What follows belongs to an exercise in optimizing a design on an open flow for a short achievable clock period; a production flow would make more cautious choices. No functional check of the RTL was part of any run shown here. Power and IR drop assume default switching activity.

### design.v
`timescale 1ns/100ps
`default_nettype none
package pipe_types_pkg;
    typedef struct packed {
        logic                tag;
        logic [32-1:0] addr;
    } cap_t;
    localparam cap_t CAP_ALMIGHTY = {1'b1, 32'(0)};
    localparam cap_t CAP_NULL = {1'b0, 32'(0)};
    typedef enum logic [2:0] {
        OP_ADDI,
        OP_CINCOFFSET,
        OP_CSUB,
        OP_CMOVE,
        OP_CCLEARTAG,
        OP_CGETTAG,
        OP_ILLEGAL
    } op_e;
    typedef struct packed {
        op_e                  op;
        logic [5-1:0] rd;
        logic [5-1:0] r1;
        logic [5-1:0] r2;
        logic [32-1:0]  imm;    
    } dec_insn_t;
    typedef struct packed {
        op_e                  op;
        logic [5-1:0] rd;
        logic [32-1:0]  imm;
        cap_t                 c1;
        cap_t                 c2;
    } exec_req_t;
    typedef struct packed {
        logic [5-1:0] rd;
        cap_t                 value;
        logic                 exc;    
    } retire_t;
endpackage
`default_nettype wire
`timescale 1ns/100ps
`default_nettype none
module insn_decoder (
    input  wire logic [32-1:0] insn,
    output logic                       is_addi,
    output logic                       is_inc,
    output logic                       is_sub,
    output logic                       is_mov,
    output logic                       is_clr,
    output logic                       is_gt,
    output logic                       legal
);
    logic is_cap;
    logic is_unary;
    assign is_cap   = insn[6:0] == 7'b1011011 && insn[14:12] == 3'b000;
    assign is_unary = is_cap && insn[31:25] == 7'b1111111;
    assign is_addi = insn[6:0] == 7'b0010011 && insn[14:12] == 3'b000;
    assign is_inc  = is_cap && insn[31:25] == 7'b0010001;
    assign is_sub  = is_cap && insn[31:25] == 7'b0010100;
    assign is_mov  = is_unary && insn[24:20] == 5'h0a;
    assign is_clr  = is_unary && insn[24:20] == 5'h0b;
    assign is_gt   = is_unary && insn[24:20] == 5'h04;
    assign legal   = is_addi | is_inc | is_sub | is_mov | is_clr | is_gt;
endmodule
`default_nettype wire
`timescale 1ns/100ps
`default_nettype none
import pipe_types_pkg::*;
module operand_stage (
    input  wire logic                          CLK,
    input  wire logic                          rst_n,
    input  wire logic [32-1:1]          wr_en,      
    input  wire pipe_types_pkg::cap_t          wr_data,
    input  wire logic [5-1:0]          rs1,
    input  wire logic [5-1:0]          rs2,
    output logic [4*(32+1)-1:0]          ga,     
    output logic [4*32-1:0]              gb      
);
    localparam int CAP_W = 32 + 1;
    logic [32*CAP_W-1:0] regs;
    logic [32-1:1]       written;
    logic [32*CAP_W-1:0] eff;     
    assign regs[0 +: CAP_W] = CAP_NULL;
    assign eff[0 +: CAP_W]  = CAP_NULL;
    for (genvar i = 1; i < 32; i++) begin : g_reg
        always_ff @(posedge CLK or negedge rst_n) begin
            if (!rst_n) begin
                written[i] <= 1'b0;
            end else if (wr_en[i]) begin
                written[i] <= 1'b1;
            end
        end
        always_ff @(posedge CLK) begin
            if (wr_en[i]) begin
                regs[i*CAP_W +: CAP_W] <= wr_data;
            end
        end
        assign eff[i*CAP_W +: 32] = regs[i*CAP_W +: 32] & {32{written[i]}};
        assign eff[i*CAP_W + 32]  = regs[i*CAP_W + 32] | ~written[i];
    end
    logic [7:0] oh1, oh2;
    assign oh1 = 8'b1 << rs1[2:0];
    assign oh2 = 8'b1 << rs2[2:0];
    always_comb begin
        ga = '0;
        gb = '0;
        for (int j = 0; j < 4; j++) begin
            for (int k = 0; k < 8; k++) begin
                ga[j*CAP_W +: CAP_W]       = ga[j*CAP_W +: CAP_W]
                                           | ({CAP_W{oh1[k]}} & eff[(j*8+k)*CAP_W +: CAP_W]);
                gb[j*32 +: 32] = gb[j*32 +: 32]
                                           | ({32{oh2[k]}} & eff[(j*8+k)*CAP_W +: 32]);
            end
        end
    end
endmodule
`default_nettype wire
`timescale 1ns/100ps
`default_nettype none
import pipe_types_pkg::*;
module cap_alu_stage #(
    parameter int PRE = 0    
) (
    input  wire logic                      CLK,
    input  wire logic                      rst_n,
    input  wire logic                      s1_valid,
    input  wire logic [5-1:0]      s1_rd,
    input  wire logic                      s1_wr,
    input  wire logic                      s1_exc,
    input  wire logic [32-1:1]      s1_we,
    input  wire logic                      xs,       
    input  wire logic                      xsn,      
    input  wire logic                      xs1,      
    input  wire logic                      xa_r,     
    input  wire logic                      xa_w,     
    input  wire logic [3:0]                xa_g,     
    input  wire logic                      z_ret,    
    input  wire logic                      z_retn,   
    input  wire logic                      z_wb,     
    input  wire logic                      z_wbn,    
    input  wire logic [3:0]                z_ga,     
    input  wire logic [3:0]                z_gb,     
    input  wire logic [3:0]                z_gbn,    
    input  wire logic [32-1:0]       imm_m,    
    input  wire logic                      e0_ci,
    input  wire logic                      e0_one,
    input  wire logic                      e0_tag,
    input  wire logic                      e1_one,
    input  wire logic                      e1_nci,
    input  wire logic                      t_f,      
    input  wire logic                      t_r,      
    input  wire logic                      t_w,      
    input  wire logic [3:0]                t_g,      
    input  wire logic                      tag_keep,
    input  wire logic [4*(32+1)-1:0] ga,
    input  wire logic [4*32-1:0]     gb,
    output logic                           s2_valid,
    output logic [5-1:0]           s2_rd,
    output logic                           s2_wr,
    output logic [5-1:0]           s3_wrd,    
    output logic [32-1:1]           wr_en,
    output pipe_types_pkg::cap_t           wr_data,
    output logic                           retire_valid,
    output pipe_types_pkg::retire_t        retire
);
    localparam int W     = 32;
    localparam int CAP_W = 32 + 1;
    logic [W-1:0] s2_s;
    logic [W-1:0] s2_c;
    logic         s2_ci;
    logic         s2_tag;
    logic         s2_exc;
    logic [W-1:0] s2_hp, s2_g, s2_p;
    logic [W-1:0] ret_qn, wb_qn;
    logic         ret_tag_qn, wb_tag_qn;
    logic [W-1:0] ret, wb;
    logic         ret_tag, wb_tag;
    assign ret     = ~ret_qn;
    assign ret_tag = ~ret_tag_qn;
    assign wb      = ~wb_qn;
    assign wb_tag  = ~wb_tag_qn;
    logic [W-1:0] x, y, z, m, sum_s, sum_c;
    logic         tag_a, e0, e1;
    logic [W-1:0] n_hp, n_g, n_p;
    always_comb begin
        x = ({W{xs}} & s2_s) | ({W{xsn}} & ~s2_s) | ({W{xs1}} & {s2_s[W-2:0], 1'b0})
          | ({W{xa_r}} & ret) | ({W{xa_w}} & wb);
        y = ({W{xs}} & s2_c) | ({W{xsn}} & ~s2_c) | ({W{xs1}} & {s2_c[W-2:0], 1'b0});
        z = imm_m | ({W{z_ret}} & ret) | ({W{z_retn}} & ~ret) | ({W{z_wb}} & wb) | ({W{z_wbn}} & ~wb)
          | {{(W-2){1'b0}}, xs1 & s2_ci, 1'b0};
        tag_a = (t_f & s2_tag) | (t_r & ret_tag) | (t_w & wb_tag);
        for (int j = 0; j < 4; j++) begin
            x = x | ({W{xa_g[j]}} & ga[j*CAP_W +: W]);
            z = z | ({W{z_ga[j]}} & ga[j*CAP_W +: W])
                  | ({W{z_gb[j]}} & gb[j*W +: W])
                  | ({W{z_gbn[j]}} & ~gb[j*W +: W]);
            tag_a = tag_a | (t_g[j] & ga[j*CAP_W + W]);
        end
        sum_s = x ^ y ^ z;
        m     = (x & y) | (x & z) | (y & z);
        e0    = (e0_ci & s2_ci) | e0_one | (e0_tag & tag_a);
        e1    = e1_one | (e1_nci & ~s2_ci);
        sum_c = {m[W-2:0], e0};
        n_hp = sum_s ^ sum_c;
        n_g  = sum_s & sum_c;
        n_p  = n_hp;
        n_g[0] = n_g[0] | (n_hp[0] & e1);
        for (int d = 1; d < (1 << PRE); d = d * 2) begin
            for (int i = W - 1; i >= d; i--) begin
                n_g[i] = n_g[i] | (n_p[i] & n_g[i-d]);
                n_p[i] = n_p[i] & n_p[i-d];
            end
        end
    end
    logic [32-1:1] s2_we;
    always_ff @(posedge CLK or negedge rst_n) begin
        if (!rst_n) begin
            s2_valid     <= 1'b0;
            s2_we        <= '0;
            wr_en        <= '0;
            s3_wrd       <= '0;
            retire_valid <= 1'b0;
        end else begin
            s2_valid     <= s1_valid;
            s2_we        <= s1_valid ? s1_we : '0;
            wr_en        <= s2_we;
            s3_wrd       <= (s2_valid & s2_wr) ? s2_rd : '0;
            retire_valid <= s2_valid;
        end
    end
    always_ff @(posedge CLK) begin
        s2_rd  <= s1_rd;
        s2_wr  <= s1_wr;
        s2_exc <= s1_exc;
        s2_s   <= sum_s;
        s2_c   <= sum_c;
        s2_ci  <= e1;
        s2_tag <= tag_keep & tag_a;
        if (PRE > 0) begin
            s2_hp <= n_hp;
            s2_g  <= n_g;
            s2_p  <= n_p;
        end
    end
    logic [W-1:0] hp, kg, kp, carry, sum;
    always_comb begin
        if (PRE > 0) begin
            hp = s2_hp;
            kg = s2_g;
            kp = s2_p;
        end else begin
            hp = s2_s ^ s2_c;
            kg = s2_s & s2_c;
            kp = hp;
            kg[0] = kg[0] | (hp[0] & s2_ci);
        end
        for (int d = (1 << PRE); d < W; d = d * 2) begin
            for (int i = W - 1; i >= d; i--) begin
                kg[i] = kg[i] | (kp[i] & kg[i-d]);
                kp[i] = kp[i] & kp[i-d];
            end
        end
        carry = {kg[W-2:0], s2_ci};
        sum   = hp ^ carry;
    end
    always_ff @(posedge CLK) begin
        retire.rd          <= s2_rd;
        retire.value.tag   <= s2_tag;
        retire.value.addr  <= sum;
        retire.exc         <= s2_exc;
        ret_qn             <= ~sum;
        ret_tag_qn         <= ~s2_tag;
        wb_qn              <= ret_qn;
        wb_tag_qn          <= ret_tag_qn;
    end
    assign wr_data.tag  = ret_tag;
    assign wr_data.addr = ret;
endmodule
`default_nettype wire
`timescale 1ns/100ps
`default_nettype none
import pipe_types_pkg::*;
module cap_pipe_top (
    input  wire logic                CLK,
    input  wire logic                rst_n,
    input  wire logic                insn_valid,
    input  wire logic [31:0]         insn,
    output logic                     retire_valid,
    output logic [38:0]              retire    
);
    localparam int W     = 32;
    localparam int CAP_W = 32 + 1;
    logic is_addi, is_inc, is_sub, is_mov, is_clr, is_gt, legal;
    insn_decoder decoder_i (
        .insn    (insn),
        .is_addi (is_addi),
        .is_inc  (is_inc),
        .is_sub  (is_sub),
        .is_mov  (is_mov),
        .is_clr  (is_clr),
        .is_gt   (is_gt),
        .legal   (legal)
    );
    logic [5-1:0] rd, rs1, rs2;
    assign rd  = insn[11:7];
    assign rs1 = insn[19:15];
    assign rs2 = insn[24:20];
    logic                 s1_valid, s1_wr;
    logic [5-1:0] s1_rd;
    logic                 s2_valid, s2_wr;
    logic [5-1:0] s2_rd;
    logic [5-1:0] s3_wrd;
    logic a_f, a_r, a_w, a_g, b_f, b_r, b_w, b_g;
    logic m1a, m2a, m3a, m1b, m2b, m3b;
    logic use_b;
    logic fa, fb;
    assign m1a = s1_valid & s1_wr & (s1_rd == rs1);
    assign m2a = s2_valid & s2_wr & (s2_rd == rs1);
    assign m3a = (s3_wrd == rs1) & (rs1 != '0);
    assign m1b = s1_valid & s1_wr & (s1_rd == rs2);
    assign m2b = s2_valid & s2_wr & (s2_rd == rs2);
    assign m3b = (s3_wrd == rs2) & (rs2 != '0);
    assign use_b = is_inc | is_sub;
    assign a_f   = m1a;
    assign a_r   = ~m1a & m2a;
    assign a_w   = ~m1a & ~m2a & m3a;
    assign a_g   = ~m1a & ~m2a & ~m3a;
    assign b_f   = m1b;
    assign b_r   = ~m1b & m2b;
    assign b_w   = ~m1b & ~m2b & m3b;
    assign b_g   = ~m1b & ~m2b & ~m3b;
    assign fa    = a_f;
    assign fb    = b_f & use_b;
    logic [3:0] grp1, grp2;
    assign grp1 = 4'b0001 << rs1[4:3];
    assign grp2 = 4'b0001 << rs2[4:3];
    logic n_xs, n_xsn, n_xs1, n_xa, n_zb, n_zbn, n_za;
    always_comb begin
        n_xs  = ((is_addi | is_mov | is_clr) & fa) | (is_inc & (fa ^ fb)) | (is_sub & fa & ~fb);
        n_xsn = is_sub & ~fa & fb;
        n_xs1 = is_inc & fa & fb;
        n_xa  = ~fa & ((is_addi | is_mov | is_clr) | ((is_inc | is_sub) & ~fb));
        n_zb  = is_inc & ~fb;
        n_zbn = is_sub & ~fb;
        n_za  = (is_inc | is_sub) & ~fa & fb;
    end
    logic [32-1:1]   wr_en;
    pipe_types_pkg::cap_t   wr_data;
    logic [4*CAP_W-1:0]     ga_n;
    logic [4*W-1:0]         gb_n;
    operand_stage operand_i (
        .CLK     (CLK),
        .rst_n   (rst_n),
        .wr_en   (wr_en),
        .wr_data (wr_data),
        .rs1     (rs1),
        .rs2     (rs2),
        .ga      (ga_n),
        .gb      (gb_n)
    );
    logic                 s1_exc;
    logic [32-1:1] s1_we;
    logic                 xs, xsn, xs1, xa_r, xa_w, z_ret, z_retn, z_wb, z_wbn, t_w;
    logic [3:0]           xa_g, z_ga, z_gb, z_gbn, t_g;
    logic                 e0_ci, e0_one, e0_tag, e1_one, e1_nci, t_f, t_r, tag_keep;
    logic [W-1:0]         imm_m;
    logic [4*CAP_W-1:0]   ga;
    logic [4*W-1:0]       gb;
    always_ff @(posedge CLK or negedge rst_n) begin
        if (!rst_n) begin
            s1_valid <= 1'b0;
        end else begin
            s1_valid <= insn_valid;
        end
    end
    always_ff @(posedge CLK) begin
        s1_rd    <= rd;
        s1_wr    <= legal & (rd != '0);
        s1_exc   <= ~legal;
        for (int i = 1; i < 32; i++) begin
            s1_we[i] <= legal & (rd == i);
        end
        xs       <= n_xs;
        xsn      <= n_xsn;
        xs1      <= n_xs1;
        xa_r     <= n_xa & a_r;
        xa_w     <= n_xa & a_w;
        xa_g     <= {4{n_xa & a_g}} & grp1;
        z_ret    <= (n_zb & b_r) | (n_za & a_r);
        z_retn   <= n_zbn & b_r;
        z_wb     <= (n_zb & b_w) | (n_za & a_w);
        z_wbn    <= n_zbn & b_w;
        z_ga     <= {4{n_za & a_g}} & grp1;
        z_gb     <= {4{n_zb & b_g}} & grp2;
        z_gbn    <= {4{n_zbn & b_g}} & grp2;
        imm_m    <= {{(W-12){insn[31]}}, insn[31:20]} & {W{is_addi}};
        e0_ci    <= n_xs;
        e0_one   <= is_sub & ~fa;
        e0_tag   <= is_gt;
        e1_one   <= is_sub & fa & ~fb;
        e1_nci   <= n_xsn;
        t_f      <= a_f;
        t_r      <= a_r;
        t_w      <= a_w;
        t_g      <= {4{a_g}} & grp1;
        tag_keep <= is_inc | is_mov;
        ga       <= ga_n;
        gb       <= gb_n;
    end
    pipe_types_pkg::retire_t retire_s;
    assign retire = retire_s;
    cap_alu_stage #(
        .PRE (0)
    ) alu_i (
        .CLK          (CLK),
        .rst_n        (rst_n),
        .s1_valid     (s1_valid),
        .s1_rd        (s1_rd),
        .s1_wr        (s1_wr),
        .s1_exc       (s1_exc),
        .s1_we        (s1_we),
        .xs           (xs),
        .xsn          (xsn),
        .xs1          (xs1),
        .xa_r         (xa_r),
        .xa_w         (xa_w),
        .xa_g         (xa_g),
        .z_ret        (z_ret),
        .z_retn       (z_retn),
        .z_wb         (z_wb),
        .z_wbn        (z_wbn),
        .z_ga         (z_ga),
        .z_gb         (z_gb),
        .z_gbn        (z_gbn),
        .imm_m        (imm_m),
        .e0_ci        (e0_ci),
        .e0_one       (e0_one),
        .e0_tag       (e0_tag),
        .e1_one       (e1_one),
        .e1_nci       (e1_nci),
        .t_f          (t_f),
        .t_r          (t_r),
        .t_w          (t_w),
        .t_g          (t_g),
        .tag_keep     (tag_keep),
        .ga           (ga),
        .gb           (gb),
        .s2_valid     (s2_valid),
        .s2_rd        (s2_rd),
        .s2_wr        (s2_wr),
        .s3_wrd       (s3_wrd),
        .wr_en        (wr_en),
        .wr_data      (wr_data),
        .retire_valid (retire_valid),
        .retire       (retire_s)
    );
endmodule
`default_nettype wire
### run.sh
#!/bin/bash
# synth_recipe.tcl (not shown) runs the flow's synth.tcl, then flattens the netlist and writes it again
# the make line also repeats each setting of config.mk as NAME=value (left out here)
make -C /OpenROAD-flow-scripts/flow DESIGN_CONFIG=/design/flow/config.mk WORK_HOME=/design/flow/orfs CLKGATE_MAP_FILE= SYNTH_SCRIPT=/design/flow/synth_recipe.tcl finish
### config.mk
export PLATFORM = sky130hd
export DESIGN_NAME = cap_pipe_top
export DESIGN_NICKNAME = cap_pipe_top
export VERILOG_FILES = /design/flow/design.v
export SDC_FILE = /design/flow/constraint.sdc
export NUM_CORES = 4
export LEC_CHECK = 0
export ABC_CLOCK_PERIOD_IN_PS = 2000
export CAP_MARGIN = 20
export CORE_MARGIN = 2
export CORE_UTILIZATION = 60
export SETUP_SLACK_MARGIN = 3.5
export SLEW_MARGIN = 20
export TNS_END_PERCENT = 100
### constraint.sdc
create_clock -name core_clock -period 6.0 [get_ports {CLK}]
set_input_delay 1.2000 -clock core_clock [delete_from_list [all_inputs] [get_ports {CLK}]]
set_output_delay 1.2000 -clock core_clock [all_outputs]
set_load 0.01 [all_outputs]
==> results of run 1 <==
==> routing by layer <==
layer,up-vias,GRT usage,share of wire
met5,-,0,0.00062
met2,5763,0.6743,0.40
met1,26426,0.6225,0.32
met4,20,0.3406,0.094
met3,1400,0.2230,0.18
li1,22157,-,-
==> registers in the layout, summed over array words and instances (netlist names), 12 cells and up <==
| register | cells |
|---|---|
| operand_i.written | 31 |
| alu_i.ret_qn | 32 |
| s1_we | 31 |
| imm_m | 12 |
| alu_i.s2_we | 31 |
| gb | 128 |
| alu_i.wr_en | 31 |
| alu_i.wb_qn | 32 |
| operand_i.regs | 1023 |
| alu_i.retire | 39 |
| alu_i.s2_s | 32 |
| alu_i.s2_c | 32 |
| ga | 132 |
==> cell type report <==
class                           instances  area [µm²]
Antenna cell                           13       32.53
Clock buffer                          238        4733
Clock inverter                         73       706.9
Fill cell                            7938       33800
Inverter                              117       461.7
Multi-Input combinational cell       3583       22530
Sequential cell                      1648       43850
Tap cell                             1488        1862
Timing Repair Buffer                  331        2995
==> cells in the mapped netlist, types with 77 or more instances <==
library cell / n / area share
edfxtp_1: 1023 / 0.46
nand2_1: 1023 / 0.057
o22ai_1: 818 / 0.076
dfxtp_1: 524 / 0.16
clkbuf_1: 386 / 0.022
nand3_1: 240 / 0.018
mux2i_1: 190 / 0.028
or4_1: 189 / 0.021
nor2_1: 156 / 0.0087
inv_1: 115 / 0.0064
dfrtp_1: 101 / 0.038
o21ai_0: 96 / 0.0071
nand4_1: 93 / 0.0086
a31oi_1: 77 / 0.0072
==> stage by stage <==
step,area (µm²),cells,power [µW]
after floorplan,68350,5802,12430
after global placement,69820,7064,12650
after detailed placement,69820,7064,12650
after CTS,76480,7449,22820
after global routing,77150,7479,23320
final,77180,7491,22940
==> power by group <==
group	total (µW)	leakage (µW)	internal [µW]	switching, µW
Clock	10400	0.00266	5840	4550
Sequential	11900	0.0145	11900	18.8
Combinational	625	0.00950	140	485
==> worst max-delay path by stage <==
stage	to	slack (ps)	cells past startpoint
finish	alu_i.retire[25]	3190	10
global route	alu_i.retire[25]	3120	10
CTS	alu_i.retire[25]	3220	10
detailed placement	s1_we[27]	1400	7
global placement	s1_we[13]	1460	7
floorplan	ga[45]	3340	6
==> repair_timing <==
action,CTS,global route
buffers inserted,56,27
endpoints found under the setup margin,412,174
cloned,18,2
gates resized for setup,345,92
pin swaps,43,36
==> cell families (layout without fill, tap and decap cells) <==
logic type / after synthesis / count (layout) / share of synthesized area
AOI/OAI and AO/OA: 1335 / 1335 / 0.1309
xor gates and xnor gates: 66 / 66 / 0.008587
adders and majority gates: 63 / 63 / 0.01539
buffers and inverters: 587 / 759 / 0.03342
DFF: 1648 / 1648 / 0.6497
muxes: 191 / 191 / 0.02842
other: 0 / 13 / 0
and+or+nand+nor: 1912 / 1928 / 0.1336
==> results.cfg, run 1 <==
[routing]
vias_per_cell = 7.444
post_drt_wl_per_cell_um = 38.67
routed_wl_um = 289600
drt_iter0_drc = 10964
drt_pass1_iterations = 13
vias = 55766
remaining_drc_errors = 0
ant_nets = 0

[yosys]
synth_edf_count = 1023
ys_seq_area_frac = 0.6497
syn-mean-instance-area_um2 = 11.60
yosysWarnings = 3
synth_fp_nets = 5900
ys_seq_elements = 1648
yosysUniqueCellTypes = 69
synth-main-ff-cell = edfxtp_1
synthArstFlopShare = 0.06129
synth_cells = 5802
syn_area_um2 = 67320

[worst_setup_path]
endpoint_kind = flop
r2r_slack_ps = 3190
critPathMostFrequentCell = fa_2
cp_slowest_cell = fa_2
cp.buffers_inverters = 1
reg2regPathDepth = 10
cp.arrival_ps = 3470
critPathLaunchType = flop
startpoint = alu_i.s2_ci
cp_top_family = compound AO/OA/AOI/OAI gates
cp.required_ps = 6660
r2r_end = alu_i.retire[25]
cp_max_fo = 3
path_class = flop to flop
crit_chain = fa_2 > inv_2 > fa_2 > nor2b_2 > o2111ai_2 > nand2_2 > a311o_2 > a221o_1 > o31a_1 > xor2_2
worstReg2RegStart = alu_i.s2_ci
slowest_delay_ps = 400

[cts]
clk_latency_ps = 800
cts_hold_buf = 0
cts_sinks = 1648
htree_num_levels = 4
path_clk_slew_ps = 60
clockRootBuffer = clkbuf_16
numCtsBuffers = 166
cts_tree = yes
cts.path.max_buffers = 3

[placed_design]
dp_hpwl_um = 166600
io_buffers = 74
dpl_worst_slack_ps = 1399
gp_congestion = 1.068

[global_route]
antenna_found_initial = 26
grt.overflow.total = 0
grt_use_total = 0.4926
grt_max_degree = 71
grt_pass1_vias = 50936
grt_first_pass_wirelength_um = 397200

[hold_path]
worstHoldEndpoint = alu_i.s2_exc
holdCritStartpoint = s1_exc
hp-class = flop to flop
hold_depth = 0

[run]
cap_violations = 0

[floorplan]
die_h_um = 339.0
die_w_um = 339.0
core_um2 = 111000
io_pins = 75
core.rowCount = 122
start_util = 0.6066
dieArea_um2 = 114900

[timing]
tightest_slew_ps = 1192
fin_crit_sh = 0.4681
finalSetupViolCount = 0
hold_viol = 0
fin_crit_ps = 2809
fmax_mhz = 356.0
fin_skew_ps = 29.83
tns_ps = 0
layout_setup_ws_ps = 3191
slew_headroom = 0.2050
rsz0062_at_grt = yes
slew_violations = 0
hold_slack_ps = 326.4

[power_and_ir_drop]
ir_worst_vdd_mv = 0.2832
power_density_nw_per_um2 = 297.3
p_leak_uw = 0.02670

[outcome]
outcome = timing/DRC/antenna clean

[cells_and_area]
syn_to_final_growth_pct = 14.64
final_cell_mix = edfxtp_1 (1023), nand2_1 (1013), o22ai_1 (818)
drive_above_1_share = 0.1369
fin_util = 0.6954
fin_nets = 5945
final_common_cell = edfxtp_1
==> inputs of run 2 (changes only) <==
--- a/design.v
+++ b/design.v
@@ -130,6 +130,7 @@
     input  wire logic                      xs,       
     input  wire logic                      xsn,      
     input  wire logic                      xs1,      
+    input  wire logic                      y1,       
     input  wire logic                      xa_r,     
     input  wire logic                      xa_w,     
     input  wire logic [3:0]                xa_g,     
@@ -141,11 +142,8 @@
     input  wire logic [3:0]                z_gb,     
     input  wire logic [3:0]                z_gbn,    
     input  wire logic [32-1:0]       imm_m,    
-    input  wire logic                      e0_ci,
     input  wire logic                      e0_one,
     input  wire logic                      e0_tag,
-    input  wire logic                      e1_one,
-    input  wire logic                      e1_nci,
     input  wire logic                      t_f,      
     input  wire logic                      t_r,      
     input  wire logic                      t_w,      
@@ -166,7 +164,6 @@
     localparam int CAP_W = 32 + 1;
     logic [W-1:0] s2_s;
     logic [W-1:0] s2_c;
-    logic         s2_ci;
     logic         s2_tag;
     logic         s2_exc;
     logic [W-1:0] s2_hp, s2_g, s2_p;
@@ -179,14 +176,13 @@
     assign wb      = ~wb_qn;
     assign wb_tag  = ~wb_tag_qn;
     logic [W-1:0] x, y, z, m, sum_s, sum_c;
-    logic         tag_a, e0, e1;
+    logic         tag_a, e0;
     logic [W-1:0] n_hp, n_g, n_p;
     always_comb begin
         x = ({W{xs}} & s2_s) | ({W{xsn}} & ~s2_s) | ({W{xs1}} & {s2_s[W-2:0], 1'b0})
           | ({W{xa_r}} & ret) | ({W{xa_w}} & wb);
-        y = ({W{xs}} & s2_c) | ({W{xsn}} & ~s2_c) | ({W{xs1}} & {s2_c[W-2:0], 1'b0});
-        z = imm_m | ({W{z_ret}} & ret) | ({W{z_retn}} & ~ret) | ({W{z_wb}} & wb) | ({W{z_wbn}} & ~wb)
-          | {{(W-2){1'b0}}, xs1 & s2_ci, 1'b0};
+        y = ({W{xs}} & s2_c) | ({W{xsn}} & ~s2_c) | ({W{xs1}} & {s2_c[W-2:0], 1'b0}) | {W{y1}};
+        z = imm_m | ({W{z_ret}} & ret) | ({W{z_retn}} & ~ret) | ({W{z_wb}} & wb) | ({W{z_wbn}} & ~wb);
         tag_a = (t_f & s2_tag) | (t_r & ret_tag) | (t_w & wb_tag);
         for (int j = 0; j < 4; j++) begin
             x = x | ({W{xa_g[j]}} & ga[j*CAP_W +: W]);
@@ -197,13 +193,12 @@
         end
         sum_s = x ^ y ^ z;
         m     = (x & y) | (x & z) | (y & z);
-        e0    = (e0_ci & s2_ci) | e0_one | (e0_tag & tag_a);
-        e1    = e1_one | (e1_nci & ~s2_ci);
+        e0    = e0_one | (e0_tag & tag_a);
         sum_c = {m[W-2:0], e0};
         n_hp = sum_s ^ sum_c;
         n_g  = sum_s & sum_c;
         n_p  = n_hp;
-        n_g[0] = n_g[0] | (n_hp[0] & e1);
+        n_g[0] = sum_s[0] | sum_c[0];    
         for (int d = 1; d < (1 << PRE); d = d * 2) begin
             for (int i = W - 1; i >= d; i--) begin
                 n_g[i] = n_g[i] | (n_p[i] & n_g[i-d]);
@@ -233,7 +228,6 @@
         s2_exc <= s1_exc;
         s2_s   <= sum_s;
         s2_c   <= sum_c;
-        s2_ci  <= e1;
         s2_tag <= tag_keep & tag_a;
         if (PRE > 0) begin
             s2_hp <= n_hp;
@@ -251,7 +245,7 @@
             hp = s2_s ^ s2_c;
             kg = s2_s & s2_c;
             kp = hp;
-            kg[0] = kg[0] | (hp[0] & s2_ci);
+            kg[0] = s2_s[0] | s2_c[0];    
         end
         for (int d = (1 << PRE); d < W; d = d * 2) begin
             for (int i = W - 1; i >= d; i--) begin
@@ -259,7 +253,7 @@
                 kp[i] = kp[i] & kp[i-d];
             end
         end
-        carry = {kg[W-2:0], s2_ci};
+        carry = {kg[W-2:0], 1'b1};
         sum   = hp ^ carry;
     end
     always_ff @(posedge CLK) begin
@@ -361,7 +355,7 @@
     logic [32-1:1] s1_we;
     logic                 xs, xsn, xs1, xa_r, xa_w, z_ret, z_retn, z_wb, z_wbn, t_w;
     logic [3:0]           xa_g, z_ga, z_gb, z_gbn, t_g;
-    logic                 e0_ci, e0_one, e0_tag, e1_one, e1_nci, t_f, t_r, tag_keep;
+    logic                 y1, e0_one, e0_tag, t_f, t_r, tag_keep;
     logic [W-1:0]         imm_m;
     logic [4*CAP_W-1:0]   ga;
     logic [4*W-1:0]       gb;
@@ -393,11 +387,10 @@
         z_gb     <= {4{n_zb & b_g}} & grp2;
         z_gbn    <= {4{n_zbn & b_g}} & grp2;
         imm_m    <= {{(W-12){insn[31]}}, insn[31:20]} & {W{is_addi}};
-        e0_ci    <= n_xs;
-        e0_one   <= is_sub & ~fa;
+        y1       <= ((is_addi | is_mov | is_clr) & ~fa) | (is_inc & ~fa & ~fb)
+                  | (is_sub & fa & fb) | is_gt | ~legal;
+        e0_one   <= (is_inc & fa & fb) | (is_sub & fa & ~fb);
         e0_tag   <= is_gt;
-        e1_one   <= is_sub & fa & ~fb;
-        e1_nci   <= n_xsn;
         t_f      <= a_f;
         t_r      <= a_r;
         t_w      <= a_w;
@@ -409,7 +402,7 @@
     pipe_types_pkg::retire_t retire_s;
     assign retire = retire_s;
     cap_alu_stage #(
-        .PRE (0)
+        .PRE (1)
     ) alu_i (
         .CLK          (CLK),
         .rst_n        (rst_n),
@@ -421,6 +414,7 @@
         .xs           (xs),
         .xsn          (xsn),
         .xs1          (xs1),
+        .y1           (y1),
         .xa_r         (xa_r),
         .xa_w         (xa_w),
         .xa_g         (xa_g),
@@ -432,11 +426,8 @@
         .z_gb         (z_gb),
         .z_gbn        (z_gbn),
         .imm_m        (imm_m),
-        .e0_ci        (e0_ci),
         .e0_one       (e0_one),
         .e0_tag       (e0_tag),
-        .e1_one       (e1_one),
-        .e1_nci       (e1_nci),
         .t_f          (t_f),
         .t_r          (t_r),
         .t_w          (t_w),
--- a/config.mk
+++ b/config.mk
@@ -5,10 +5,9 @@
 export SDC_FILE = /design/flow/constraint.sdc
 export NUM_CORES = 4
 export LEC_CHECK = 0
-export ABC_CLOCK_PERIOD_IN_PS = 2000
 export CAP_MARGIN = 20
 export CORE_MARGIN = 2
-export CORE_UTILIZATION = 60
+export CORE_UTILIZATION = 50
 export SETUP_SLACK_MARGIN = 3.5
 export SLEW_MARGIN = 20
 export TNS_END_PERCENT = 100
==> results.cfg, run 2 <==
[yosys]
synth_cells = 5961
yosys-top-cells-count = edfxtp_1 (1023), nand2_1 (947), o22ai_1 (791)
syn_area_um2 = 69670
synth_edf_count = 1023
synth_top_cell_by_area = edfxtp_1
ys_seq_elements = 1739
yosysWarnings = 3
synth_top_cell_area_share = 0.4409
ys_seq_area_frac = 0.6539
syn-mean-instance-area_um2 = 11.69
synth-main-ff-cell = edfxtp_1
synthArstFlopShare = 0.05808
yosysUniqueCellTypes = 71
yosys-top-cells-area = edfxtp_1 (44%), dfxtp_1 (18%), o22ai_1 (7.1%)
synth.most_common_cell = edfxtp_1
synth_fp_nets = 6058

[placed_design]
io_buffers = 74
dp_hpwl_um = 172200
gp_congestion = 1.008
placed_area_um2 = 72680
dpl_worst_slack_ps = 1491
place_inst = 7542

[global_route]
grt_first_pass_wirelength_um = 419000
grt_max_degree = 65
grt_pass1_vias = 51799
antenna_found_initial = 20
grt.overflow.total = 0
grt_use_total = 0.4265

[hold_path]
hp-class = flop to flop
holdCritStartpoint = alu_i.s2_exc
hold_depth = 0
worstHoldEndpoint = alu_i.retire[0]

[timing]
rsz0062_at_grt = yes
layout_setup_ws_ps = 3346
slew_violations = 0
fin_crit_sh = 0.4424
hold_viol = 0
tns_ps = 0
fin_skew_ps = 35.57
slew_headroom = 0.04598
fin_crit_ps = 2654
finalSetupViolCount = 0
tightest_slew_ps = 1431
fmax_mhz = 376.8

[routing]
remaining_drc_errors = 0
drt_pass1_iterations = 13
post_drt_wl_per_cell_um = 38.86
ant_nets = 0
routed_wl_um = 313000
vias_per_cell = 7.152
vias = 57619
drt_iter0_drc = 11524

[cts]
path_clk_slew_ps = 60
numCtsBuffers = 176
clk_latency_ps = 840
cts_tree = yes
clockRootBuffer = clkbuf_16
cts.path.max_buffers = 3
cts_hold_buf = 0
cts_sinks = 1739
htree_num_levels = 4

[worst_setup_path]
critPathLaunchType = primary input
path_class = primary input to flop
reg2regPathDepth = 9
r2r_slack_ps = 3380
cp_max_fo = 22
worstReg2RegStart = z_gb[3]
endpoint_kind = flop
cp.arrival_ps = 3350
r2r_end = alu_i.s2_g[27]
cp.required_ps = 6690

[cells_and_area]
top_regs = operand_i.regs x1023, ga x132, gb x128
fin_nets = 6184
final_cells = 8056
nFillCells = 11025
final_area_um2 = 81790
top_register = operand_i.regs
syn_to_final_growth_pct = 17.39
final_cell_mix = edfxtp_1 (1023), nand2_1 (939), o22ai_1 (787)
final_common_cell = edfxtp_1
drive_above_1_share = 0.1591
largest_reg_flops = 1023

[floorplan]
die_w_um = 377.3
start_util = 0.5055
io_pins = 75
die_h_um = 377.3
core.rowCount = 136
core_um2 = 137800
dieArea_um2 = 142400

[run]
cap_violations = 0

[outcome]
outcome = timing/DRC/antenna clean

[power_and_ir_drop]
p_leak_uw = 0.03097
power_density_nw_per_um2 = 295.9
fin_total_pwr_uw = 24200
ir_worst_vdd_mv = 0.2695
## run 2: cell types whose count changed in the layout (fill, tap and decap cells not counted), moves of 26 or more
cell	before	now
buf_12	23	49
mux2i_1	188	155
and3_1	26	57
nand2_1	1013	939
nor2_1	148	178
a211oi_1	2	32
dfxtp_1	495	584
o22ai_1	818	787
nand3_1	232	206
o211ai_1	38	7
## run 2: metrics by stage
stage               hold WS [ps]  utilization
global placement           321.9       0.5271
global route               349.8       0.5930
detailed placement         315.0       0.5273
CTS                        335.7       0.5834
finish                     333.9       0.5934
floorplan                  309.6            -
## run 2: power breakdown
group	internal (µW)	switching, µW
Combinational	174	613
Sequential	12600	44.1
Clock	6070	4740
Total	18800	5400
## run 2: worst max-delay path by stage
stage / startpoint / end / slack, ps / depth (start not counted)
6_report: insn[15] / ga[77] / 3350 / 6
3_3_place_gp: insn[16] / ga[90] / 1540 / 5
2_1_floorplan: insn[16] / xa_g[0] / 3230 / 7
5_1_grt: z_ga[0] / alu_i.s2_g[24] / 3310 / 9
3_5_place_dp: insn[16] / ga[84] / 1490 / 5
4_1_cts: insn[17] / ga[77] / 3400 / 6
## run 2: critical path, cell delays in order
cell	delay [ps]
buf_4	460
nor2_4	250
nand2_8	340
buf_4	320
o22ai_1	110
or4_1	530
## run 2: per-layer routing
layer	GRT usage	vias to the layer above	wire (µm)
met5	0	-	138
met1	0.5544	27765	107600
met3	0.1962	1296	57150
met2	0.5722	5763	121800
li1	-	22787	-
met4	0.2691	8	26360
## run 2: kinds of logic (layout without fill, tap and decap cells)
logic type | after synthesis | count (layout) | synth area share
buf+inv | 637 | 900 | 0.03529
compound gates | 1339 | 1339 | 0.1273
xor+xnor | 70 | 70 | 0.008799
simple gates | 1916 | 1933 | 0.1313
other cells | 0 | 21 | 0
mux | 198 | 198 | 0.02888
fa+ha+maj | 62 | 62 | 0.01447
flops | 1739 | 1739 | 0.6539
## run 2: cell type report
type	instances	area (µm²)	area share
Antenna cell	21	52.55	0.0006425
Clock buffer	264	5029	0.06148
Clock inverter	68	566.8	0.006930
Inverter	173	713.2	0.008720
Multi-Input combinational cell	3602	23190	0.2835
Sequential cell	1739	45680	0.5585
Tap cell	1794	2245	0.02744
Timing Repair Buffer	395	4309	0.05269
## run 2: repair_timing
item / CTS / global route
pin swaps: 58 / 117
buffers inserted: 82 / 37
setup endpoints to repair: 477 / 228
gates resized for setup: 456 / 177
gates cloned: 29 / 10
==> inputs of run 3 (changes only) <==
--- a/design.v
+++ b/design.v
@@ -118,6 +118,7 @@
 `default_nettype none
 import pipe_types_pkg::*;
 module cap_alu_stage #(
+    parameter int HA1 = 1,   
     parameter int PRE = 0    
 ) (
     input  wire logic                      CLK,
@@ -216,7 +217,7 @@
             retire_valid <= 1'b0;
         end else begin
             s2_valid     <= s1_valid;
-            s2_we        <= s1_valid ? s1_we : '0;
+            s2_we        <= (s1_valid & s1_wr) ? s1_we : '0;
             wr_en        <= s2_we;
             s3_wrd       <= (s2_valid & s2_wr) ? s2_rd : '0;
             retire_valid <= s2_valid;
@@ -229,7 +230,7 @@
         s2_s   <= sum_s;
         s2_c   <= sum_c;
         s2_tag <= tag_keep & tag_a;
-        if (PRE > 0) begin
+        if (HA1 > 0) begin
             s2_hp <= n_hp;
             s2_g  <= n_g;
             s2_p  <= n_p;
@@ -237,7 +238,7 @@
     end
     logic [W-1:0] hp, kg, kp, carry, sum;
     always_comb begin
-        if (PRE > 0) begin
+        if (HA1 > 0) begin
             hp = s2_hp;
             kg = s2_g;
             kp = s2_p;
@@ -371,7 +372,7 @@
         s1_wr    <= legal & (rd != '0);
         s1_exc   <= ~legal;
         for (int i = 1; i < 32; i++) begin
-            s1_we[i] <= legal & (rd == i);
+            s1_we[i] <= rd == i;
         end
         xs       <= n_xs;
         xsn      <= n_xsn;
@@ -402,7 +403,8 @@
     pipe_types_pkg::retire_t retire_s;
     assign retire = retire_s;
     cap_alu_stage #(
-        .PRE (1)
+        .HA1 (1),
+        .PRE (0)
     ) alu_i (
         .CLK          (CLK),
         .rst_n        (rst_n),
==> results.cfg, run 3 <==
[timing]
hold_viol = 0
slew_headroom = 0.1845
tightest_slew_ps = 1223
fin_crit_ps = 2622
slew_violations = 0
fin_skew_ps = 38.27
hold_slack_ps = 201.0
rsz0062_at_grt = yes
finalSetupViolCount = 0
fmax_mhz = 381.4
tns_ps = 0
fin_crit_sh = 0.4370

[global_route]
grt_use_total = 0.4218
grt.overflow.total = 0
grt_first_pass_wirelength_um = 409500
grt_max_degree = 72
antenna_found_initial = 16
grt_pass1_vias = 50901

[yosys]
ys_seq_elements = 1710
synth_top_family_by_area = compound AO/OA/AOI/OAI gates
yosys-top-cells-count = edfxtp_1 (1023), nand2_1 (996), o22ai_1 (828)
syn_area_um2 = 68380
muxShareOfSynthArea = 0.02725
synth_edf_count = 1023
synth-main-ff-cell = edfxtp_1
synth_fa_ha_area_frac = 0.01493
synthXorXnorAreaFrac = 0.008710
synth_compound_gate_area_share = 0.1336
yosysUniqueCellTypes = 69
syn-mean-instance-area_um2 = 11.75
synth.most_common_cell = edfxtp_1
synth_top_cell_by_area = edfxtp_1
yosys.area_share.simple = 0.1254
synthArstFlopShare = 0.05906
synth_fp_nets = 5917
ys_seq_area_frac = 0.6578
synth_top_cell_area_share = 0.4493
yosys-top-cells-area = edfxtp_1 (45%), dfxtp_1 (17%), o22ai_1 (7.6%)
synth_cells = 5819
yosysWarnings = 3

[run]
cap_violations = 0

[cts]
clockRootBuffer = clkbuf_16
numCtsBuffers = 175
cts_tree = yes
cts.path.max_buffers = 3
htree_num_levels = 4
cts_hold_buf = 0
clk_latency_ps = 840
cts_sinks = 1710
path_clk_slew_ps = 60

[cells_and_area]
final_common_cell = edfxtp_1
syn_to_final_growth_pct = 16.08
drive_above_1_share = 0.1386
top_regs = operand_i.regs x1023, ga x132, gb x128
fin_util = 0.5852
fin_nets = 5974
largest_reg_flops = 1023
top_register = operand_i.regs
final_cell_mix = edfxtp_1 (1023), nand2_1 (988), o22ai_1 (825)

[floorplan]
die_w_um = 373.8
core.rowCount = 135
io_pins = 75
core_um2 = 135600
dieArea_um2 = 139700
die_h_um = 373.8
start_util = 0.5041

[power_and_ir_drop]
p_comb_frac = 0.030
ir_worst_vdd_mv = 0.2479
intPower_uw = 19290
switching_share = 0.2161
power_density_nw_per_um2 = 310.0
seqPwrFrac = 0.504
pwr-share-clk = 0.466
p_leak_uw = 0.03008
power_switching_uw = 5316

[placed_design]
gp_congestion = 1.025
dp_hpwl_um = 170000
io_buffers = 74

[worst_setup_path]
cp.arrival_ps = 3310
endpoint_kind = flop
cp_max_fo = 6
path_class = flop to flop
cp.required_ps = 6690
critPathLaunchType = flop

[routing]
routed_wl_um = 304100
ant_nets = 0
remaining_drc_errors = 0
drt_iter0_drc = 10401
drt_pass1_iterations = 9
post_drt_wl_per_cell_um = 38.89
vias_per_cell = 7.093
vias = 55460

[hold_path]
hp-class = primary input to async pin

[outcome]
outcome = timing/DRC/antenna clean
-- run 3: cell count changes after synthesis, moves of 41 or more --
cell / before / now
nand2_1: 947 / 996
buf_2: 48 / 7
and2_1: 71 / 19
nor2_1: 208 / 153
inv_1: 168 / 105
a211oi_1: 45 / 2
clkbuf_1: 374 / 419
-- run 3: path summary, 6_finish.rpt --
kind | cells past startpoint | startpoint | slack (ps) | end
worst max-delay path | 7 | z_ga[0] | 3380 | alu_i.s2_hp[17]
worst min-delay path | 1 | rst_n | 200 | operand_i.written[31]
worst max register to register | 7 | z_ga[0] | 3380 | alu_i.s2_hp[17]
worst min register to register | 0 | s1_exc | 330 | alu_i.s2_exc
max in group asynchronous | 2 | rst_n | 4700 | operand_i.written[9]
min in group core_clock | 0 | s1_exc | 330 | alu_i.s2_exc
-- run 3: cell type report --
class	count	area (µm²)
Clock inverter	85	1016
Timing Repair Buffer	338	3465
Fill cell	10975	56260
Inverter	110	444.2
Timing Repair inverter	1	5.005
Antenna cell	12	30.03
Sequential cell	1710	45070
Multi-Input combinational cell	3540	22090
Tap cell	1781	2228
Clock buffer	242	5032
-- run 3: critical path: stages, from the launching register on --
cell	delay, ps
dfxtp_4	360
buf_12	140
a222oi_1	340
o2111ai_1	200
a2111oi_2	290
nand4_1	320
fa_1	600
ha_1	230
-- run 3: logic make-up (layout without fill, tap and decap cells) --
kind of cell | after synthesis | after routing
adder cells (fa/ha/maj) | 63 | 63
XOR/XNOR | 68 | 68
buffers and inverters | 587 | 776
multiplexers | 186 | 186
AND/OR/NAND/NOR | 1827 | 1845
other | 0 | 12
AO/OA/AOI/OAI | 1378 | 1378
flip-flops | 1710 | 1710
-- run 3: metal layers --
layer / global-route usage / up-vias / part of all wire
met5: 0 / - / 0.00012
met4: 0.2731 / 6 / 0.084
met3: 0.1720 / 1169 / 0.16
met2: 0.5886 / 5041 / 0.40
met1: 0.5409 / 26963 / 0.35
li1: - / 22281 / -
-- run 3: what timing repair did --
action / 4_1_cts / 5_1_grt
resized for setup: 340 / 100
pin swaps: 47 / 67
cloned: 27 / 5
setup endpoints to repair: 449 / 190
setup buffers: 44 / 34
-- run 3: per-stage QoR --
step           instances  cell area, µm²  total power (µW)  worst slack (ps)
6_report            7819           79380             24600              3378
5_1_grt             7808           79350             25070              3352
4_1_cts             7768           78640             24540              3373
3_5_place_dp        7370           71400             13240              1570
3_3_place_gp        7370           71400             13240              1640
2_1_floorplan       5819           69780             12970              2992
-- run 3: power by group through the flow --
stage | clock network [µW] | logic (µW) | registers, µW
floorplan | 0 | 319 | 12600
global placement | 0 | 584 | 12700
detailed placement | 0 | 585 | 12700
CTS | 11500 | 666 | 12400
global route | 12000 | 713 | 12400
finish | 11500 | 736 | 12400
==> inputs of run 4 (changes only) <==
--- a/design.v
+++ b/design.v
@@ -129,7 +129,8 @@
     input  wire logic                      s1_exc,
     input  wire logic [32-1:1]      s1_we,
     input  wire logic                      xs,       
-    input  wire logic                      xsn,      
+    input  wire logic                      zs,       
+    input  wire logic                      zsn,      
     input  wire logic                      xs1,      
     input  wire logic                      y1,       
     input  wire logic                      xa_r,     
@@ -139,7 +140,6 @@
     input  wire logic                      z_retn,   
     input  wire logic                      z_wb,     
     input  wire logic                      z_wbn,    
-    input  wire logic [3:0]                z_ga,     
     input  wire logic [3:0]                z_gb,     
     input  wire logic [3:0]                z_gbn,    
     input  wire logic [32-1:0]       imm_m,    
@@ -180,15 +180,14 @@
     logic         tag_a, e0;
     logic [W-1:0] n_hp, n_g, n_p;
     always_comb begin
-        x = ({W{xs}} & s2_s) | ({W{xsn}} & ~s2_s) | ({W{xs1}} & {s2_s[W-2:0], 1'b0})
+        x = ({W{xs}} & s2_s) | ({W{xs1}} & {s2_s[W-2:0], 1'b0})
           | ({W{xa_r}} & ret) | ({W{xa_w}} & wb);
-        y = ({W{xs}} & s2_c) | ({W{xsn}} & ~s2_c) | ({W{xs1}} & {s2_c[W-2:0], 1'b0}) | {W{y1}};
-        z = imm_m | ({W{z_ret}} & ret) | ({W{z_retn}} & ~ret) | ({W{z_wb}} & wb) | ({W{z_wbn}} & ~wb);
+        y = ({W{xs | zs}} & s2_c) | ({W{zsn}} & ~s2_c) | ({W{xs1}} & {s2_c[W-2:0], 1'b0}) | {W{y1}};
+        z = imm_m | ({W{zs}} & s2_s) | ({W{zsn}} & ~s2_s) | ({W{z_ret}} & ret) | ({W{z_retn}} & ~ret) | ({W{z_wb}} & wb) | ({W{z_wbn}} & ~wb);
         tag_a = (t_f & s2_tag) | (t_r & ret_tag) | (t_w & wb_tag);
         for (int j = 0; j < 4; j++) begin
             x = x | ({W{xa_g[j]}} & ga[j*CAP_W +: W]);
-            z = z | ({W{z_ga[j]}} & ga[j*CAP_W +: W])
-                  | ({W{z_gb[j]}} & gb[j*W +: W])
+            z = z | ({W{z_gb[j]}} & gb[j*W +: W])
                   | ({W{z_gbn[j]}} & ~gb[j*W +: W]);
             tag_a = tag_a | (t_g[j] & ga[j*CAP_W + W]);
         end
@@ -328,15 +327,15 @@
     logic [3:0] grp1, grp2;
     assign grp1 = 4'b0001 << rs1[4:3];
     assign grp2 = 4'b0001 << rs2[4:3];
-    logic n_xs, n_xsn, n_xs1, n_xa, n_zb, n_zbn, n_za;
+    logic n_xs, n_zs, n_zsn, n_xs1, n_xa, n_zb, n_zbn;
     always_comb begin
-        n_xs  = ((is_addi | is_mov | is_clr) & fa) | (is_inc & (fa ^ fb)) | (is_sub & fa & ~fb);
-        n_xsn = is_sub & ~fa & fb;
+        n_xs  = (is_addi | is_mov | is_clr | ((is_inc | is_sub) & ~fb)) & fa;
+        n_zs  = is_inc & ~fa & fb;
+        n_zsn = is_sub & ~fa & fb;
         n_xs1 = is_inc & fa & fb;
-        n_xa  = ~fa & ((is_addi | is_mov | is_clr) | ((is_inc | is_sub) & ~fb));
+        n_xa  = ~fa & (is_addi | is_mov | is_clr | is_inc | is_sub);
         n_zb  = is_inc & ~fb;
         n_zbn = is_sub & ~fb;
-        n_za  = (is_inc | is_sub) & ~fa & fb;
     end
     logic [32-1:1]   wr_en;
     pipe_types_pkg::cap_t   wr_data;
@@ -354,8 +353,8 @@
     );
     logic                 s1_exc;
     logic [32-1:1] s1_we;
-    logic                 xs, xsn, xs1, xa_r, xa_w, z_ret, z_retn, z_wb, z_wbn, t_w;
-    logic [3:0]           xa_g, z_ga, z_gb, z_gbn, t_g;
+    logic                 xs, zs, zsn, xs1, xa_r, xa_w, z_ret, z_retn, z_wb, z_wbn, t_w;
+    logic [3:0]           xa_g, z_gb, z_gbn, t_g;
     logic                 y1, e0_one, e0_tag, t_f, t_r, tag_keep;
     logic [W-1:0]         imm_m;
     logic [4*CAP_W-1:0]   ga;
@@ -375,21 +374,21 @@
             s1_we[i] <= rd == i;
         end
         xs       <= n_xs;
-        xsn      <= n_xsn;
+        zs       <= n_zs;
+        zsn      <= n_zsn;
         xs1      <= n_xs1;
         xa_r     <= n_xa & a_r;
         xa_w     <= n_xa & a_w;
         xa_g     <= {4{n_xa & a_g}} & grp1;
-        z_ret    <= (n_zb & b_r) | (n_za & a_r);
+        z_ret    <= n_zb & b_r;
         z_retn   <= n_zbn & b_r;
-        z_wb     <= (n_zb & b_w) | (n_za & a_w);
+        z_wb     <= n_zb & b_w;
         z_wbn    <= n_zbn & b_w;
-        z_ga     <= {4{n_za & a_g}} & grp1;
         z_gb     <= {4{n_zb & b_g}} & grp2;
         z_gbn    <= {4{n_zbn & b_g}} & grp2;
         imm_m    <= {{(W-12){insn[31]}}, insn[31:20]} & {W{is_addi}};
-        y1       <= ((is_addi | is_mov | is_clr) & ~fa) | (is_inc & ~fa & ~fb)
-                  | (is_sub & fa & fb) | is_gt | ~legal;
+        y1       <= ~(((is_addi | is_mov | is_clr) & fa) | (is_inc & (fa | fb))
+                  | (is_sub & ~(fa & fb)));
         e0_one   <= (is_inc & fa & fb) | (is_sub & fa & ~fb);
         e0_tag   <= is_gt;
         t_f      <= a_f;
@@ -414,7 +413,8 @@
         .s1_exc       (s1_exc),
         .s1_we        (s1_we),
         .xs           (xs),
-        .xsn          (xsn),
+        .zs           (zs),
+        .zsn          (zsn),
         .xs1          (xs1),
         .y1           (y1),
         .xa_r         (xa_r),
@@ -424,7 +424,6 @@
         .z_retn       (z_retn),
         .z_wb         (z_wb),
         .z_wbn        (z_wbn),
-        .z_ga         (z_ga),
         .z_gb         (z_gb),
         .z_gbn        (z_gbn),
         .imm_m        (imm_m),
--- a/config.mk
+++ b/config.mk
@@ -7,7 +7,7 @@
 export LEC_CHECK = 0
 export CAP_MARGIN = 20
 export CORE_MARGIN = 2
-export CORE_UTILIZATION = 50
+export CORE_UTILIZATION = 45
 export SETUP_SLACK_MARGIN = 3.5
 export SLEW_MARGIN = 20
 export TNS_END_PERCENT = 100
==> results.cfg, run 4 <==
[outcome]
outcome = timing/DRC/antenna clean

[cts]
clockRootBuffer = clkbuf_16
path_clk_slew_ps = 60
htree_num_levels = 4
cts_sinks = 1707
numCtsBuffers = 175
cts_tree = yes
cts.path.max_buffers = 3
clk_latency_ps = 860
cts_hold_buf = 0

[placed_design]
dp_hpwl_um = 167600
gp_congestion = 1.045
io_buffers = 74

[worst_setup_path]
path_class = flop to flop
cp.required_ps = 6730
endpoint_kind = flop
critPathLaunchType = flop
cp_max_fo = 32
cp.arrival_ps = 3360
r2r_slack_ps = 3370

[yosys]
synth_cells = 5794
ys_seq_elements = 1707
yosysWarnings = 3
synth_top_cell_by_area = edfxtp_1
syn_area_um2 = 68100
synth.most_common_cell = edfxtp_1
synth-main-ff-cell = edfxtp_1
syn-mean-instance-area_um2 = 11.75
synth_fp_nets = 5892
yosys-top-cells-count = edfxtp_1 (1023), nand2_1 (1022), o22ai_1 (821)
ys_seq_area_frac = 0.6596
synth_top_cell_area_share = 0.4511
yosys-top-cells-area = edfxtp_1 (45%), dfxtp_1 (17%), o22ai_1 (7.5%)
yosysUniqueCellTypes = 75
synth_edf_count = 1023
synthArstFlopShare = 0.05917

[power_and_ir_drop]
power_density_nw_per_um2 = 303.2
p_leak_uw = 0.02951
ir_worst_vdd_mv = 0.3110

[cells_and_area]
multi_input_area_um2 = 22530
nFillCells = 12580
largest_reg_flops = 1023
final_cell_mix = edfxtp_1 (1023), nand2_1 (998), o22ai_1 (821)
fin_nets = 5935
top_register = operand_i.regs
regArea_um2 = 45070
drive_above_1_share = 0.1539
syn_to_final_growth_pct = 17.04
final_common_cell = edfxtp_1
top_regs = operand_i.regs x1023, ga x132, gb x128

[timing]
tns_ps = 0
rsz0062_at_grt = yes
fin_crit_sh = 0.4385
hold_slack_ps = 326.8
fin_skew_ps = 42.95
finalSetupViolCount = 0
tightest_slew_ps = 1185
slew_violations = 0
fin_crit_ps = 2631
slew_headroom = 0.2102
fmax_mhz = 380.1
hold_viol = 0

[routing]
ant_nets = 0
drt_pass1_iterations = 13
post_drt_wl_per_cell_um = 36.57
vias = 54718
drt_iter0_drc = 10530
remaining_drc_errors = 0
vias_per_cell = 6.825
routed_wl_um = 293200

[floorplan]
dieArea_um2 = 154500
core_um2 = 150100
start_util = 0.4536
die_w_um = 393.0
die_h_um = 393.0
core.rowCount = 142
io_pins = 75

[global_route]
grt_max_degree = 64
antenna_found_initial = 22
grt.overflow.total = 0
grt_pass1_vias = 49975
grt_use_total = 0.3693
grt_first_pass_wirelength_um = 395600

[run]
cap_violations = 0

[hold_path]
hp-class = flop to flop
## run 4: path summary, 6_finish.rpt
path                              startpoint                     to  depth (start not counted)
worst max register to register       xa_g[1]         alu_i.s2_hp[3]                          5
worst max-delay path                 xa_g[1]         alu_i.s2_hp[3]                          5
worst min register to register  alu_i.s2_exc        alu_i.retire[0]                          0
worst min-delay path            alu_i.s2_exc        alu_i.retire[0]                          0
min in group asynchronous              rst_n  operand_i.written[17]                          1
max in group asynchronous              rst_n        alu_i.wr_en[21]                          2
## run 4: power by group
part / internal (µW) / total (µW) / switching (µW) / leakage [µW]
Sequential: 12400 / 12400 / 38.1 / 0.0175
Clock: 6270 / 11100 / 4810 / 0.00287
Combinational: 147 / 687 / 540 / 0.00909
## run 4: cell families (layout without fill, tap and decap cells)
group	count (synthesis)	after routing	synth area share
AOI/OAI and AO/OA	1333	1333	0.1273
xor gates and xnor gates	67	67	0.008617
adders and majority gates	63	63	0.01499
buffers and inverters	556	739	0.03239
DFF	1707	1707	0.6596
muxes	162	162	0.02438
other	0	12	0
and+or+nand+nor	1906	1918	0.1327
## run 4: stage by stage
step / instance area, µm² / util / power, µW / setup slack [ps] / instances
global placement: 71300 / 0.4749 / 13210 / 1530 / 7589
floorplan: 68870 / - / 12910 / 3402 / 5794
CTS: 78530 / 0.5231 / 24100 / 3397 / 7965
detailed placement: 71300 / 0.4749 / 13220 / 1469 / 7589
finish: 79700 / 0.5309 / 24160 / 3369 / 8017
global route: 79670 / 0.5307 / 24600 / 3379 / 8005
## run 4: repair_timing
action                                 in CTS  in global routing
endpoints found under the hold margin       0                  0
setup endpoints to repair                 474                186
resized for setup                         440                150
setup buffers                              33                 32
gates cloned                               14                  8
pin swaps                                  45                 84
## run 4: cell type report
cell class	instances	share of cell area
sequential	1707	0.5655
multi-input combinational	3543	0.2826
clock buffer	254	0.06374
timing repair buffer	325	0.04247
tap	2016	0.03165
clock inverter	75	0.009623
inverter	85	0.004066
antenna	12	0.0003768
## run 4: per-layer routing
layer  GRT usage  vias to the layer above  wire (µm)
met3      0.1391                     1160      46440
met2      0.5103                     5202     118000
met1      0.4816                    26388     105000
li1            -                    21946          -
met5           0                        -        183
met4      0.2452                       22      23590
## run 4: critical path, stage by stage, from the launching register on
cell     delay, ps
dfxtp_1        300
buf_4          310
a22oi_1        630
nand3_1        360
fa_1           580
ha_1           310
==> inputs of run 5 (changes only) <==
--- a/config.mk
+++ b/config.mk
@@ -7,7 +7,7 @@
 export LEC_CHECK = 0
 export CAP_MARGIN = 20
 export CORE_MARGIN = 2
-export CORE_UTILIZATION = 45
+export CORE_UTILIZATION = 50
 export SETUP_SLACK_MARGIN = 3.5
 export SLEW_MARGIN = 20
 export TNS_END_PERCENT = 100
==> results.cfg, run 5 <==
[cts]
cts.path.max_buffers = 3
cts_tree = yes
clockRootBuffer = clkbuf_16
numCtsBuffers = 174
clk_latency_ps = 840
path_clk_slew_ps = 60
htree_num_levels = 4
cts_hold_buf = 0
cts_sinks = 1707

[yosys]
yosys-top-cells-count = edfxtp_1 (1023), nand2_1 (1022), o22ai_1 (821)
yosysUniqueCellTypes = 75
synthXorXnorAreaFrac = 0.008617
synth_cells = 5794
syn-mean-instance-area_um2 = 11.75
yosys-top-cells-area = edfxtp_1 (45%), dfxtp_1 (17%), o22ai_1 (7.5%)
syn_area_um2 = 68100
ys_seq_area_frac = 0.6596
synth_fp_nets = 5892
yosys.area_share.simple = 0.1327
synthArstFlopShare = 0.05917
synth.most_common_cell = edfxtp_1
synth_compound_gate_area_share = 0.1273
synth_top_family_by_area = simple AND/OR/NAND/NOR gates
synth_top_cell_by_area = edfxtp_1
synth_edf_count = 1023
muxShareOfSynthArea = 0.02438
ys_seq_elements = 1707
synth_top_cell_area_share = 0.4511
yosysWarnings = 3
synth_fa_ha_area_frac = 0.01499
synth-main-ff-cell = edfxtp_1

[worst_setup_path]
critPathLaunchType = primary input
crit_chain = buf_4 > nand3_4 > buf_4 > o22ai_1 > or4_1
cp.required_ps = 6690
startpoint = insn[15]
worstReg2RegStart = alu_i.ret_qn[12]
critPathMostFrequentCell = buf_4
cp_slowest_cell = buf_4
endpoint_kind = flop
path_class = primary input to flop
slowest_delay_ps = 570
cp_max_fo = 26
cp.arrival_ps = 3340

[hold_path]
holdCritStartpoint = alu_i.s2_exc
hp-class = flop to flop

[routing]
remaining_drc_errors = 0
drt_iter0_drc = 10043
drt_pass1_iterations = 9
vias = 54951
post_drt_wl_per_cell_um = 37.79
vias_per_cell = 7.060
routed_wl_um = 294100
ant_nets = 0

[timing]
tns_ps = 0
tightest_slew_ps = 1172
slew_violations = 0
rsz0062_at_grt = yes
fin_skew_ps = 43.37
fmax_mhz = 377.6
fin_crit_sh = 0.4414
fin_crit_ps = 2648
finalSetupViolCount = 0
slew_headroom = 0.2186
hold_viol = 0
hold_slack_ps = 338.5

[cells_and_area]
regArea_um2 = 45040
final_common_cell = edfxtp_1
multi_input_area_um2 = 22500
largest_reg_flops = 1023
drive_above_1_share = 0.1509
syn_to_final_growth_pct = 16.14
top_register = operand_i.regs
nFillCells = 10820
final_cell_mix = edfxtp_1 (1023), nand2_1 (998), o22ai_1 (820)
fin_nets = 5933
top_regs = operand_i.regs x1023, ga x132, gb x128

[power_and_ir_drop]
power_switching_uw = 5237
intPower_uw = 18950
power_density_nw_per_um2 = 305.8
ir_worst_vdd_mv = 0.2602
p_leak_uw = 0.02935
pwr-share-clk = 0.459
switching_share = 0.2165
p_comb_frac = 0.029
seqPwrFrac = 0.512

[floorplan]
start_util = 0.5033
io_pins = 75
dieArea_um2 = 139200
die_w_um = 373.1
core_um2 = 135300
die_h_um = 373.1
core.rowCount = 135

[outcome]
outcome = timing/DRC/antenna clean

[global_route]
grt_use_total = 0.4097
grt_first_pass_wirelength_um = 397900
grt_pass1_vias = 50286
antenna_found_initial = 21
grt_max_degree = 68
grt.overflow.total = 0

[placed_design]
dp_hpwl_um = 165200
io_buffers = 74
gp_congestion = 1.013

[run]
cap_violations = 0
## run 5: cell counts after synthesis
No cell type changed its count.
## run 5: area by class of cell
cell class              count  area share
well taps                1781     0.02817
clock inverters            72     0.01042
inverters                  85    0.004129
clock buffers             253     0.06283
repair buffers            322     0.03996
flip-flops and latches   1707      0.5694
diodes                     18   0.0005695
multi-input cells        3545      0.2845
## run 5: kinds of logic (layout without fill, tap and decap cells)
logic type               Yosys count  count (layout)
flip-flops                      1707            1707
other                              0              18
buffers and inverters            556             732
AND/OR/NAND/NOR                 1906            1920
AO/OA/AOI/OAI                   1333            1333
XOR/XNOR                          67              67
multiplexers                     162             162
adder cells (fa/ha/maj)           63              63
## run 5: power groups by stage
stage | logic (µW) | registers [µW] | clock network [µW]
after floorplan | 286 | 12600 | 0
after global placement | 584 | 12600 | 0
after detailed placement | 585 | 12600 | 0
after CTS | 649 | 12400 | 11100
after global routing | 684 | 12400 | 11500
final | 707 | 12400 | 11100
## run 5: routing by layer
layer	wire length [µm]	global-route usage
met5	130	0.004193
met4	23400	0.2681
met3	49510	0.1694
met2	118100	0.5614
met1	103000	0.5309
## run 5: worst paths after layout
path / to / slack, ps / cells after the start
min reg2reg: alu_i.retire[0] / 340 / 0
max in group asynchronous: alu_i.wr_en[29] / 4350 / 2
max reg2reg: alu_i.s2_hp[12] / 3410 / 6
min in group asynchronous: operand_i.written[16] / 450 / 1
max: ga[119] / 3350 / 5
min: alu_i.retire[0] / 340 / 0
## run 5: what timing repair did
| item | in CTS | in global routing |
|---|---|---|
| buffers inserted | 46 | 19 |
| pin swaps | 38 | 61 |
| endpoints found under the setup margin | 470 | 189 |
| gates cloned | 17 | 5 |
| resized for setup | 411 | 132 |
## run 5: critical path: cells and delay by family
family / cells / cell delay [ps]
AOI/OAI and AO/OA: 1 / 150
and+or+nand+nor: 2 / 1080
buffers and inverters: 2 / 810
## run 5: per-stage QoR
| stage | cell area (µm²) | total power [µW] | worst slack, ps | std cells | util |
|---|---|---|---|---|---|
| after floorplan | 68870 | 12910 | 3402 | 5794 | - |
| after global placement | 70960 | 13220 | 1547 | 7352 | 0.5244 |
| after detailed placement | 70960 | 13220 | 1496 | 7352 | 0.5245 |
| after CTS | 78160 | 24110 | 3362 | 7740 | 0.5777 |
| after global routing | 79050 | 24600 | 3417 | 7765 | 0.5843 |
| final | 79090 | 24190 | 3352 | 7783 | 0.5846 |

-- separate check: timing with driven ports --
Ports are ideal in the flow. The routed layouts listed here were re-timed in OpenROAD.
Step 1 assumes that a clkbuf_16 drives the clock port and a buf_2 every other input.
Step 2 adds t to the input delays and takes it off the output delays; t is the mean of the earliest and latest rising clock arrival at the registers after step 1. Input paths then give back, and output paths get back, about the clock's delay inside the block.
Slacks: ideal ports / drivers / drivers and shift; pairs: ideal ports / drivers.
run	t, ns	setup WS [ns]	worst hold slack (ns)
run 1	0.867	3.191 / 3.191 / 2.569	0.326 / 0.326 / 0.326
run 2	0.899	3.346 / 3.385 / 2.495	0.334 / 0.334 / 0.334
run 3	0.893	3.378 / 3.378 / 2.573	0.201 / 0.150 / 0.326
run 4	0.915	3.369 / 3.356 / 2.534	0.327 / 0.327 / 0.327
run 5	0.887	3.352 / 3.396 / 2.509	0.339 / 0.339 / 0.339
After both steps setup and hold are still met in every run listed. The setup slack of run 2, which loses most, moves by +0.039 ns with the drivers and by -0.851 ns with both steps.
